Background: an optimization exercise with open tools, aiming at small area and a short achievable clock period. Do not read the settings as production practice.
Only simulation tests tie the RTL to the original design; equivalence was not proved.
Power and IR drop assume default switching activity.

$ cat flow/design.v
package soc_pkg;
  typedef logic [31:0] addr_t;
  typedef logic [31:0] word_t;
  typedef logic [3:0]  be_t;
  localparam int unsigned NR_HOSTS = 2;
  localparam int unsigned HOST_IDX_W = $clog2(NR_HOSTS);
  typedef logic [HOST_IDX_W-1:0] host_idx_t;
  localparam addr_t RAM_START   = 32'h0010_0000;
  localparam addr_t RAM_SIZE    = 32'd1024;
  localparam addr_t RAM_MASK    = ~(RAM_SIZE - 32'd1);
  localparam addr_t GPIO_START  = 32'h8000_0000;
  localparam addr_t GPIO_SIZE   = 32'd4096;
  localparam addr_t GPIO_MASK   = ~(GPIO_SIZE - 32'd1);
  localparam addr_t TIMER_START = 32'h8000_2000;
  localparam addr_t TIMER_SIZE  = 32'd4096;
  localparam addr_t TIMER_MASK  = ~(TIMER_SIZE - 32'd1);
  localparam int unsigned RAM_WORDS = 256;
  localparam int unsigned GPI_WIDTH = 8;
  localparam int unsigned GPO_WIDTH = 16;
  typedef struct packed {
    logic  req;
    logic  we;
    be_t   be;
    addr_t addr;
    word_t wdata;
  } bus_req_t;
  typedef struct packed {
    logic  gnt;
    logic  rvalid;
    word_t rdata;
    logic  err;
  } bus_rsp_t;
  typedef struct packed {
    logic  req;
    logic  we;
    be_t   be;
    addr_t addr;
    word_t wdata;
  } dev_req_t;
  typedef enum logic [1:0] {
    DEV_RAM,
    DEV_GPIO,
    DEV_TIMER,
    DEV_NONE
  } dev_e;
  function automatic word_t be_merge(word_t old_w, word_t new_w, be_t be);
    word_t res;
    res = old_w;
    for (int b = 0; b < 4; b++) begin
      if (be[b]) begin
        res[b*8 +: 8] = new_w[b*8 +: 8];
      end
    end
    be_merge = res;
  endfunction
endpackage
`timescale 1ns/1ps
module bus_arbiter (
  input  logic              clk_sys_i,
  input  logic              rst_sys_ni,
  input  soc_pkg::bus_req_t host0_req_i,
  input  soc_pkg::bus_req_t host1_req_i,
  output soc_pkg::bus_rsp_t host0_rsp_o,
  output soc_pkg::bus_rsp_t host1_rsp_o,
  output soc_pkg::dev_req_t ram_req_o,
  output soc_pkg::dev_req_t gpio_req_o,
  output soc_pkg::dev_req_t timer_req_o,
  input  soc_pkg::word_t    ram_rdata_i,
  input  soc_pkg::word_t    gpio_rdata_i,
  input  soc_pkg::word_t    timer_rdata_i
);
  logic                win_valid;
  soc_pkg::host_idx_t  win_idx;
  soc_pkg::bus_req_t   win_req;
  soc_pkg::dev_e       win_dev;
  logic                rsp_valid_q;
  soc_pkg::host_idx_t  rsp_host_q;
  soc_pkg::dev_e       rsp_dev_q;
  soc_pkg::word_t      rsp_rdata;
  logic [1:0]          rsp_sel;
  function automatic soc_pkg::dev_req_t dev_fanout(soc_pkg::bus_req_t req, logic sel, soc_pkg::addr_t mask);
    soc_pkg::dev_req_t d;
    d.req   = sel;
    d.we    = req.we;
    d.be    = req.be;
    d.addr  = (req.addr & ~mask) >> 2;
    d.wdata = req.wdata;
    dev_fanout = d;
  endfunction
  always_comb begin
    win_valid = host0_req_i.req || host1_req_i.req;
    win_idx   = host0_req_i.req ? 1'b0 : (host1_req_i.req ? 1'b1 : 1'b0);
    win_req   = (win_idx == 1'b0) ? host0_req_i : host1_req_i;
  end
  always_comb begin
    if ((win_req.addr & soc_pkg::RAM_MASK) == soc_pkg::RAM_START) begin
      win_dev = soc_pkg::DEV_RAM;
    end else if ((win_req.addr & soc_pkg::GPIO_MASK) == soc_pkg::GPIO_START) begin
      win_dev = soc_pkg::DEV_GPIO;
    end else if ((win_req.addr & soc_pkg::TIMER_MASK) == soc_pkg::TIMER_START) begin
      win_dev = soc_pkg::DEV_TIMER;
    end else begin
      win_dev = soc_pkg::DEV_NONE;
    end
  end
  assign ram_req_o   = dev_fanout(win_req, win_valid && (win_dev == soc_pkg::DEV_RAM), soc_pkg::RAM_MASK);
  assign gpio_req_o  = dev_fanout(win_req, win_valid && (win_dev == soc_pkg::DEV_GPIO), soc_pkg::GPIO_MASK);
  assign timer_req_o = dev_fanout(win_req, win_valid && (win_dev == soc_pkg::DEV_TIMER), soc_pkg::TIMER_MASK);
  always_ff @(posedge clk_sys_i or negedge rst_sys_ni) begin
    if (!rst_sys_ni) begin
      rsp_valid_q <= 1'b0;
      rsp_host_q  <= '0;
      rsp_dev_q   <= soc_pkg::DEV_NONE;
    end else begin
      rsp_valid_q <= win_valid;
      if (win_valid) begin
        rsp_host_q <= win_idx;
        rsp_dev_q  <= win_dev;
      end
    end
  end
  always_comb begin
    case (rsp_dev_q)
      soc_pkg::DEV_RAM:   rsp_rdata = ram_rdata_i;
      soc_pkg::DEV_GPIO:  rsp_rdata = gpio_rdata_i;
      soc_pkg::DEV_TIMER: rsp_rdata = timer_rdata_i;
      default:            rsp_rdata = '0;
    endcase
  end
  always_comb begin
    rsp_sel[0] = rsp_valid_q && (rsp_host_q == 1'b0);
    rsp_sel[1] = rsp_valid_q && (rsp_host_q == 1'b1);
    host0_rsp_o.gnt    = win_valid && (win_idx == 1'b0);
    host0_rsp_o.rvalid = rsp_sel[0];
    host0_rsp_o.rdata  = rsp_sel[0] ? rsp_rdata : '0;
    host0_rsp_o.err    = rsp_sel[0] && (rsp_dev_q == soc_pkg::DEV_NONE);
    host1_rsp_o.gnt    = win_valid && (win_idx == 1'b1);
    host1_rsp_o.rvalid = rsp_sel[1];
    host1_rsp_o.rdata  = rsp_sel[1] ? rsp_rdata : '0;
    host1_rsp_o.err    = rsp_sel[1] && (rsp_dev_q == soc_pkg::DEV_NONE);
  end
endmodule
`timescale 1ns/1ps
module sram_device (
  input  logic              clk_sys_i,
  input  logic              rst_sys_ni,
  input  soc_pkg::dev_req_t dev_req_i,
  output soc_pkg::word_t    rdata_o
);
  localparam int unsigned IDX_W = $clog2(soc_pkg::RAM_WORDS);
  soc_pkg::word_t             mem [soc_pkg::RAM_WORDS];
  logic [IDX_W-1:0]  idx;
  soc_pkg::word_t             rdata_q;
  assign idx = dev_req_i.addr[IDX_W-1:0];
  always_ff @(posedge clk_sys_i) begin
    if (dev_req_i.req && dev_req_i.we) begin
      mem[idx] <= soc_pkg::be_merge(mem[idx], dev_req_i.wdata, dev_req_i.be);
    end
  end
  always_ff @(posedge clk_sys_i or negedge rst_sys_ni) begin
    if (!rst_sys_ni) begin
      rdata_q <= '0;
    end else if (dev_req_i.req) begin
      if (dev_req_i.we) begin
        rdata_q <= '0;
      end else begin
        rdata_q <= mem[idx];
      end
    end
  end
  assign rdata_o = rdata_q;
endmodule
`timescale 1ns/1ps
module gpio_device (
  input  logic                          clk_sys_i,
  input  logic                          rst_sys_ni,
  input  soc_pkg::dev_req_t             dev_req_i,
  input  logic [soc_pkg::GPI_WIDTH-1:0] gp_i,
  output logic [soc_pkg::GPO_WIDTH-1:0] gp_o,
  output soc_pkg::word_t                rdata_o
);
  logic [soc_pkg::GPO_WIDTH-1:0] gpo_q;
  logic [soc_pkg::GPI_WIDTH-1:0] gpi_meta_q;
  logic [soc_pkg::GPI_WIDTH-1:0] gpi_sync_q;
  soc_pkg::word_t                rdata_q;
  logic                 wr_gpo;
  assign wr_gpo = dev_req_i.req && dev_req_i.we && (dev_req_i.addr == 32'(0));
  always_ff @(posedge clk_sys_i or negedge rst_sys_ni) begin
    if (!rst_sys_ni) begin
      gpi_meta_q <= '0;
      gpi_sync_q <= '0;
    end else begin
      gpi_meta_q <= gp_i;
      gpi_sync_q <= gpi_meta_q;
    end
  end
  always_ff @(posedge clk_sys_i or negedge rst_sys_ni) begin
    if (!rst_sys_ni) begin
      gpo_q   <= '0;
      rdata_q <= '0;
    end else begin
      if (wr_gpo) begin
        gpo_q <= soc_pkg::GPO_WIDTH'(soc_pkg::be_merge(32'(gpo_q), dev_req_i.wdata, dev_req_i.be));
      end
      if (dev_req_i.req) begin
        if (dev_req_i.we) begin
          rdata_q <= '0;
        end else begin
          case (dev_req_i.addr)
            32'(0): rdata_q <= 32'(gpo_q);
            32'(1): rdata_q <= 32'(gpi_sync_q);
            default:    rdata_q <= '0;
          endcase
        end
      end
    end
  end
  assign gp_o    = gpo_q;
  assign rdata_o = rdata_q;
endmodule
`timescale 1ns/1ps
module timer_device (
  input  logic              clk_sys_i,
  input  logic              rst_sys_ni,
  input  soc_pkg::dev_req_t dev_req_i,
  output logic              timer_irq_o,
  output soc_pkg::word_t    rdata_o
);
  soc_pkg::word_t mtime_q;
  soc_pkg::word_t mtimecmp_q;
  soc_pkg::word_t rdata_q;
  logic  irq_q;
  logic  wr_mtime;
  logic  wr_mtimecmp;
  assign wr_mtime    = dev_req_i.req && dev_req_i.we && (dev_req_i.addr == 32'(0));
  assign wr_mtimecmp = dev_req_i.req && dev_req_i.we && (dev_req_i.addr == 32'(1));
  always_ff @(posedge clk_sys_i or negedge rst_sys_ni) begin
    if (!rst_sys_ni) begin
      mtime_q <= '0;
    end else if (wr_mtime) begin
      mtime_q <= soc_pkg::be_merge(mtime_q, dev_req_i.wdata, dev_req_i.be);
    end else begin
      mtime_q <= mtime_q + 32'(1);
    end
  end
  always_ff @(posedge clk_sys_i or negedge rst_sys_ni) begin
    if (!rst_sys_ni) begin
      mtimecmp_q <= '1;
    end else if (wr_mtimecmp) begin
      mtimecmp_q <= soc_pkg::be_merge(mtimecmp_q, dev_req_i.wdata, dev_req_i.be);
    end
  end
  always_ff @(posedge clk_sys_i or negedge rst_sys_ni) begin
    if (!rst_sys_ni) begin
      irq_q <= 1'b0;
    end else begin
      irq_q <= (mtime_q >= mtimecmp_q);
    end
  end
  always_ff @(posedge clk_sys_i or negedge rst_sys_ni) begin
    if (!rst_sys_ni) begin
      rdata_q <= '0;
    end else if (dev_req_i.req) begin
      if (dev_req_i.we) begin
        rdata_q <= '0;
      end else begin
        case (dev_req_i.addr)
          32'(0): rdata_q <= mtime_q;
          32'(1): rdata_q <= mtimecmp_q;
          default:    rdata_q <= '0;
        endcase
      end
    end
  end
  assign timer_irq_o = irq_q;
  assign rdata_o     = rdata_q;
endmodule
`timescale 1ns/1ps
module soc_bus_top (
  input  logic        clk_sys_i,
  input  logic        rst_sys_ni,
  input  logic        h0_req_i,
  input  logic        h0_we_i,
  input  logic [3:0]  h0_be_i,
  input  logic [31:0] h0_addr_i,
  input  logic [31:0] h0_wdata_i,
  output logic        h0_gnt_o,
  output logic        h0_rvalid_o,
  output logic [31:0] h0_rdata_o,
  output logic        h0_err_o,
  input  logic        h1_req_i,
  input  logic        h1_we_i,
  input  logic [3:0]  h1_be_i,
  input  logic [31:0] h1_addr_i,
  input  logic [31:0] h1_wdata_i,
  output logic        h1_gnt_o,
  output logic        h1_rvalid_o,
  output logic [31:0] h1_rdata_o,
  output logic        h1_err_o,
  input  logic [7:0]  gp_i,
  output logic [15:0] gp_o,
  output logic        timer_irq_o
);
  soc_pkg::bus_req_t host0_req;
  soc_pkg::bus_req_t host1_req;
  soc_pkg::bus_rsp_t host0_rsp;
  soc_pkg::bus_rsp_t host1_rsp;
  assign host0_req = {h0_req_i, h0_we_i, h0_be_i, h0_addr_i, h0_wdata_i};
  assign host1_req = {h1_req_i, h1_we_i, h1_be_i, h1_addr_i, h1_wdata_i};
  assign h0_gnt_o    = host0_rsp.gnt;
  assign h0_rvalid_o = host0_rsp.rvalid;
  assign h0_rdata_o  = host0_rsp.rdata;
  assign h0_err_o    = host0_rsp.err;
  assign h1_gnt_o    = host1_rsp.gnt;
  assign h1_rvalid_o = host1_rsp.rvalid;
  assign h1_rdata_o  = host1_rsp.rdata;
  assign h1_err_o    = host1_rsp.err;
  soc_pkg::dev_req_t ram_req;
  soc_pkg::dev_req_t gpio_req;
  soc_pkg::dev_req_t timer_req;
  soc_pkg::word_t    ram_rdata;
  soc_pkg::word_t    gpio_rdata;
  soc_pkg::word_t    timer_rdata;
  bus_arbiter u_bus_arbiter (
    .clk_sys_i    (clk_sys_i),
    .rst_sys_ni   (rst_sys_ni),
    .host0_req_i  (host0_req),
    .host1_req_i  (host1_req),
    .host0_rsp_o  (host0_rsp),
    .host1_rsp_o  (host1_rsp),
    .ram_req_o    (ram_req),
    .gpio_req_o   (gpio_req),
    .timer_req_o  (timer_req),
    .ram_rdata_i  (ram_rdata),
    .gpio_rdata_i (gpio_rdata),
    .timer_rdata_i(timer_rdata)
  );
  sram_device u_sram (
    .clk_sys_i (clk_sys_i),
    .rst_sys_ni(rst_sys_ni),
    .dev_req_i (ram_req),
    .rdata_o   (ram_rdata)
  );
  gpio_device u_gpio (
    .clk_sys_i (clk_sys_i),
    .rst_sys_ni(rst_sys_ni),
    .dev_req_i (gpio_req),
    .gp_i      (gp_i),
    .gp_o      (gp_o),
    .rdata_o   (gpio_rdata)
  );
  timer_device u_timer (
    .clk_sys_i  (clk_sys_i),
    .rst_sys_ni (rst_sys_ni),
    .dev_req_i  (timer_req),
    .timer_irq_o(timer_irq_o),
    .rdata_o    (timer_rdata)
  );
endmodule
$ cat flow/run.sh
#!/bin/bash
# synth_recipe.tcl (not shown) runs the flow's synth.tcl, then flattens the netlist and writes it again
# the make line also repeats each setting of config.mk as NAME=value (left out here)
make -C /OpenROAD-flow-scripts/flow DESIGN_CONFIG=/design/flow/config.mk WORK_HOME=/design/flow/orfs CLKGATE_MAP_FILE= SYNTH_SCRIPT=/design/flow/synth_recipe.tcl finish
$ cat flow/config.mk
export PLATFORM = sky130hd
export DESIGN_NAME = soc_bus_top
export DESIGN_NICKNAME = soc_bus_top
export VERILOG_FILES = /design/flow/design.v
export SDC_FILE = /design/flow/constraint.sdc
export NUM_CORES = 4
export LEC_CHECK = 0
export CAP_MARGIN = 20
export CORE_MARGIN = 2
export CORE_UTILIZATION = 35
export PLACE_DENSITY = 0.5
export SLEW_MARGIN = 20
export SYNTH_MEMORY_MAX_BITS = 16384
$ cat flow/constraint.sdc
create_clock -name core_clock -period 8.0 [get_ports {clk_sys_i}]
set_input_delay 1.6000 -clock core_clock [delete_from_list [all_inputs] [get_ports {clk_sys_i}]]
set_output_delay 1.6000 -clock core_clock [all_outputs]
set_load 0.01 [all_outputs]
==> metrics.md <==
| Metric | Value |
|---|---|
| Status | `complete, no violations` |
| Root buffer cell | `clkbuf_16` |
| Met3 GRT Util | `4.28%` |
| Post-synth cell types | `62` |
| H-Tree Depth | `6` |
| CTS Hold Buffers Added | `0` |
| Fmax | `~140 MHz` |
| Initial detailed-routing violation count | `24,569` |
| Setup bufs post-CTS | `0` |
| Sw Ratio | `24.4%` |
| Most numerous cell in the Yosys netlist | `edfxtp_1` |
| Pre-CTS setup slack | `0.0521 ns` |
| GR Layer Usage met1 | `32.2%` |
| Initial antenna violation count | `65` |
| Dpl cells | `29,703` |
| Fin nets | `between 15,000 and 20,000` |
| DP HPWL | `622,000 µm` |
| RSZ-0062 raised after global routing | `no` |
| Die area | `880,000 µm²` |
| Vias in the first global route | `between 150k and 200k` |
| Die W | `approximately 940 µm` |
| Die Y | `938 µm` |
| Longest Clk Path Bufs | `4` |
| GR Util met2 | `36.9%` |
| Maxcap violations | `0` |
| Slack of the critical path | `1.06 ns` |
| Post-layout util | `41.5%` |
| Worst hold path class | `reg2reg` |
| Filler cells | `77,506` |
| Setup violators final | `0` |
| I/O pins | `about 240` |
| Global-route usage over all layers | `23.2%` |
| DRT Pass-1 Iters | `8` |
| Pleak | `between 0.1 and 0.15 µW` |
| Post-DR vias/cell | `between 5 and 6` |
| CTS buffer count | `829` |
| Non-Filler Instances | `between 30,000 and 40,000` |
| Post-synth top area cell | `edfxtp_1` |
| Final hold viol count | `0` |
| Maximum VDD drop | `235 µV` |
| FF+latch count, synth | `8,373` |
| Design area | `roughly 360,000 µm²` |
| Syn nets | `between 15,000 and 20,000` |
| Fraction of layout cells with a size suffix above 1 | `roughly 15%` |
| Sequential-to-total area share from yosys stat | `82.1%` |
| CP required | `8.93 ns` |
| Tightest Pin Transition | `between 1 and 1.5 ns` |
| Routed WL per cell | `34.1 µm` |
| Critical path arrival | `~7.9 ns` |
| Slew HR | `17.2%` |
| Routed WL | `between 1,000,000 and 1,500,000 µm` |
| Synthesized area per cell | `~17 µm²` |
| Synth area leaders | `edfxtp_1, o22ai_1, o21ai_0` |
| Worst Setup End Kind | `register` |
| Vias | `185,836` |
| Worst Skew | `0.161 ns` |
| Drt drc | `0` |
| Initial Utilization | `35.1%` |
| P&R area growth vs syn | `18.3%` |
| Reg-to-reg setup timing slack | `~4.0 ns` |
| Most Used Layer, Global Route | `met2` |
| Largest net degree at the start of global routing | `121` |
| Clock Sinks | `roughly 8,400` |
| Clk latency of the worst-skew pair | `1.23 ns` |
| PwrDens | `266 nW/µm²` |
| Internal Pwr Total | `72,700 µW` |
| Post-synth ARST share | `about 2.2%` |
| Post-CTS sizing | `0` |
| CP Max Fanout | `48` |
| Synthesis Warnings | `4` |
| Post-Synthesis Cells | `17,787` |
| Pins over their slew limit | `0` |
| Antenna Violating Nets Remaining | `0` |
| Final period util | `86.8%` |
| Mapped cell area | `305,000 µm²` |
| Flop pwr share | `between 50 and 60%` |
| Post-synth top cells | `edfxtp_1, o22ai_1, o21ai_0` |
| Critical path startpoint category | `primary input` |
| Synth top area share | `between 80% and 90%` |
| Grt total ovfl | `0` |
| CTS tree | `done` |
| Gate power share | `9.4%` |
| Port Buffer Count | `between 200 and 250` |
| # rows | `between 300 and 400` |
| Core footprint | `871,000 µm²` |
| Reported net switching power | `23,500 µW` |
| Main synth FF type | `edfxtp_1` |
| Crit path kind | `in2reg` |
| Total Neg Setup Slack | `0 ns` |
| Clk pin slew, worst setup/hold paths | `0.06 ns` |
| Post-synth EDFFs | `8,192` |
| First-pass GRT wire length | `1,450,000 µm` |
| Final Wtd Congestion | `0.834` |
| Min Tclk post-route | `6.94 ns` |
| Clk network pwr share | `38.8%` |
| Post-DP Area | `336,000 µm²` |
[worst paths after layout]
check | from | to | cells past startpoint
max reg2reg | u_sram.mem[212][20]$_DFFE_PP_ | u_sram.mem[237][20]$_DFFE_PP_ | 10
min in group asynchronous | rst_sys_ni | u_gpio.gpo_q[0]$_DFFE_PN0P_ | 1
min reg2reg | u_gpio.gpi_meta_q[6]$_DFF_PN0_ | u_gpio.gpi_sync_q[6]$_DFF_PN0_ | 0
max | h0_req_i | u_sram.mem[216][16]$_DFFE_PP_ | 16
min | u_gpio.gpi_meta_q[6]$_DFF_PN0_ | u_gpio.gpi_sync_q[6]$_DFF_PN0_ | 0
max in group asynchronous | rst_sys_ni | u_sram.rdata_q[21]$_DFFE_PN0N_ | 2
[layer usage]
layer  wire length (µm)  vias up  share of wire, %
li1                   -    77176                 -
met1             437000    98105                41
met2             494000     9009                46
met3              93800     1534               8.8
met4              41400       12               3.9
met5                 84        -            0.0079
[area by class of cell]
cell class | count | area [µm²] | area share [%]
diodes | 22 | 55.1 | 0.0152
clock buffers | 1055 | 21700 | 6.02
clock inverters | 462 | 3890 | 1.08
inverters | 49 | 184 | 0.0509
multi-input cells | 8048 | 51400 | 14.2
flip-flops and latches | 8373 | 251000 | 69.4
well taps | 11557 | 14500 | 4.00
repair buffers | 1676 | 19000 | 5.26
[stage by stage]
step	total power [µW]	hold WS, ns
floorplan	54800	0.331
global placement	59600	0.333
global route	98500	0.358
CTS	96600	0.316
finish	96200	0.347
detailed placement	59700	0.336
[state kept, by name (all words and copies together) (netlist names)]
| signal | flops |
|---|---|
| u_timer.rdata_q | 32 |
| u_timer.mtime_q | 32 |
| u_bus_arbiter.rsp_dev_q | 2 |
| u_timer.irq_q | 1 |
| u_sram.rdata_q | 32 |
| u_timer.mtimecmp_q | 32 |
| u_gpio.gpi_sync_q | 8 |
| u_gpio.gpi_meta_q | 8 |
| u_gpio.rdata_q | 16 |
| u_bus_arbiter.rsp_host_q | 1 |
| u_sram.mem | 8192 |
| u_bus_arbiter.rsp_valid_q | 1 |
| u_gpio.gpo_q | 16 |
[cell usage in the layout, fill, tap and decap left out, types with 220 or more instances in the layout]
cell type	n
edfxtp_1	8192
o22ai_1	4097
o21ai_0	1996
buf_4	978
clkbuf_16	835
a41oi_1	499
buf_12	464
nor2_4	258
clkdlybuf4s50_1	231
nor2_1	220
[power groups by stage]
| stage | clock network, µW | logic [µW] | registers (µW) |
|---|---|---|---|
| 2_1_floorplan | 0 | 3420 | 51300 |
| 3_3_place_gp | 0 | 8810 | 50700 |
| 3_5_place_dp | 0 | 8940 | 50700 |
| 4_1_cts | 37800 | 8960 | 49800 |
| 5_1_grt | 39400 | 9390 | 49800 |
| 6_report | 37300 | 9080 | 49800 |
[kinds of logic after synthesis]
family / Yosys count / share of synthesized area, %
compound gates: 7031 / 14.1
fa+ha+maj: 33 / 0.135
buf+inv: 1366 / 2.15
flops: 8373 / 82.1
mux: 78 / 0.265
simple gates: 906 / 1.34
[critical path, cell delays in order]
cell,delay [ns]
clkdlybuf4s50_1,0.57
nand2b_4,0.48
mux2_8,0.68
buf_16,0.39
buf_12,0.25
buf_12,0.24
o22ai_1,0.13
o21ai_0,0.23
a41oi_1,0.49
nor4_1,0.85
a22oi_1,0.15
buf_4,0.22
nand2_1,0.25
o21a_4,0.41
buf_12,0.26
buf_12,0.20

## re-timing with driven ports
The flow's constraints put no driver on any port. The routed layout listed below was extracted and timed again, unchanged, in two steps.
Step 1, drivers: a clkbuf_16 drives clk_sys_i and a buf_2 each remaining input, both assumed.
Step 2 also shifts input and output timing later by t, the mid clock arrival at the registers, as if the neighbouring blocks saw the same clock.
Slacks: no drivers / after step 1 / after step 2; pairs: no drivers / after step 1.
shift t [ns]: 1.304
setup WS [ns]: 1.057 / 1.182 / -0.122
worst setup path at the end: input to register
slew at the worst register clock pin (ns): 0.07 / 0.07
With both steps, setup timing fails in this run, where it was met with ideal ports. For this run, drivers alone change the setup slack by +0.125 ns; drivers and shift together by -1.179 ns.
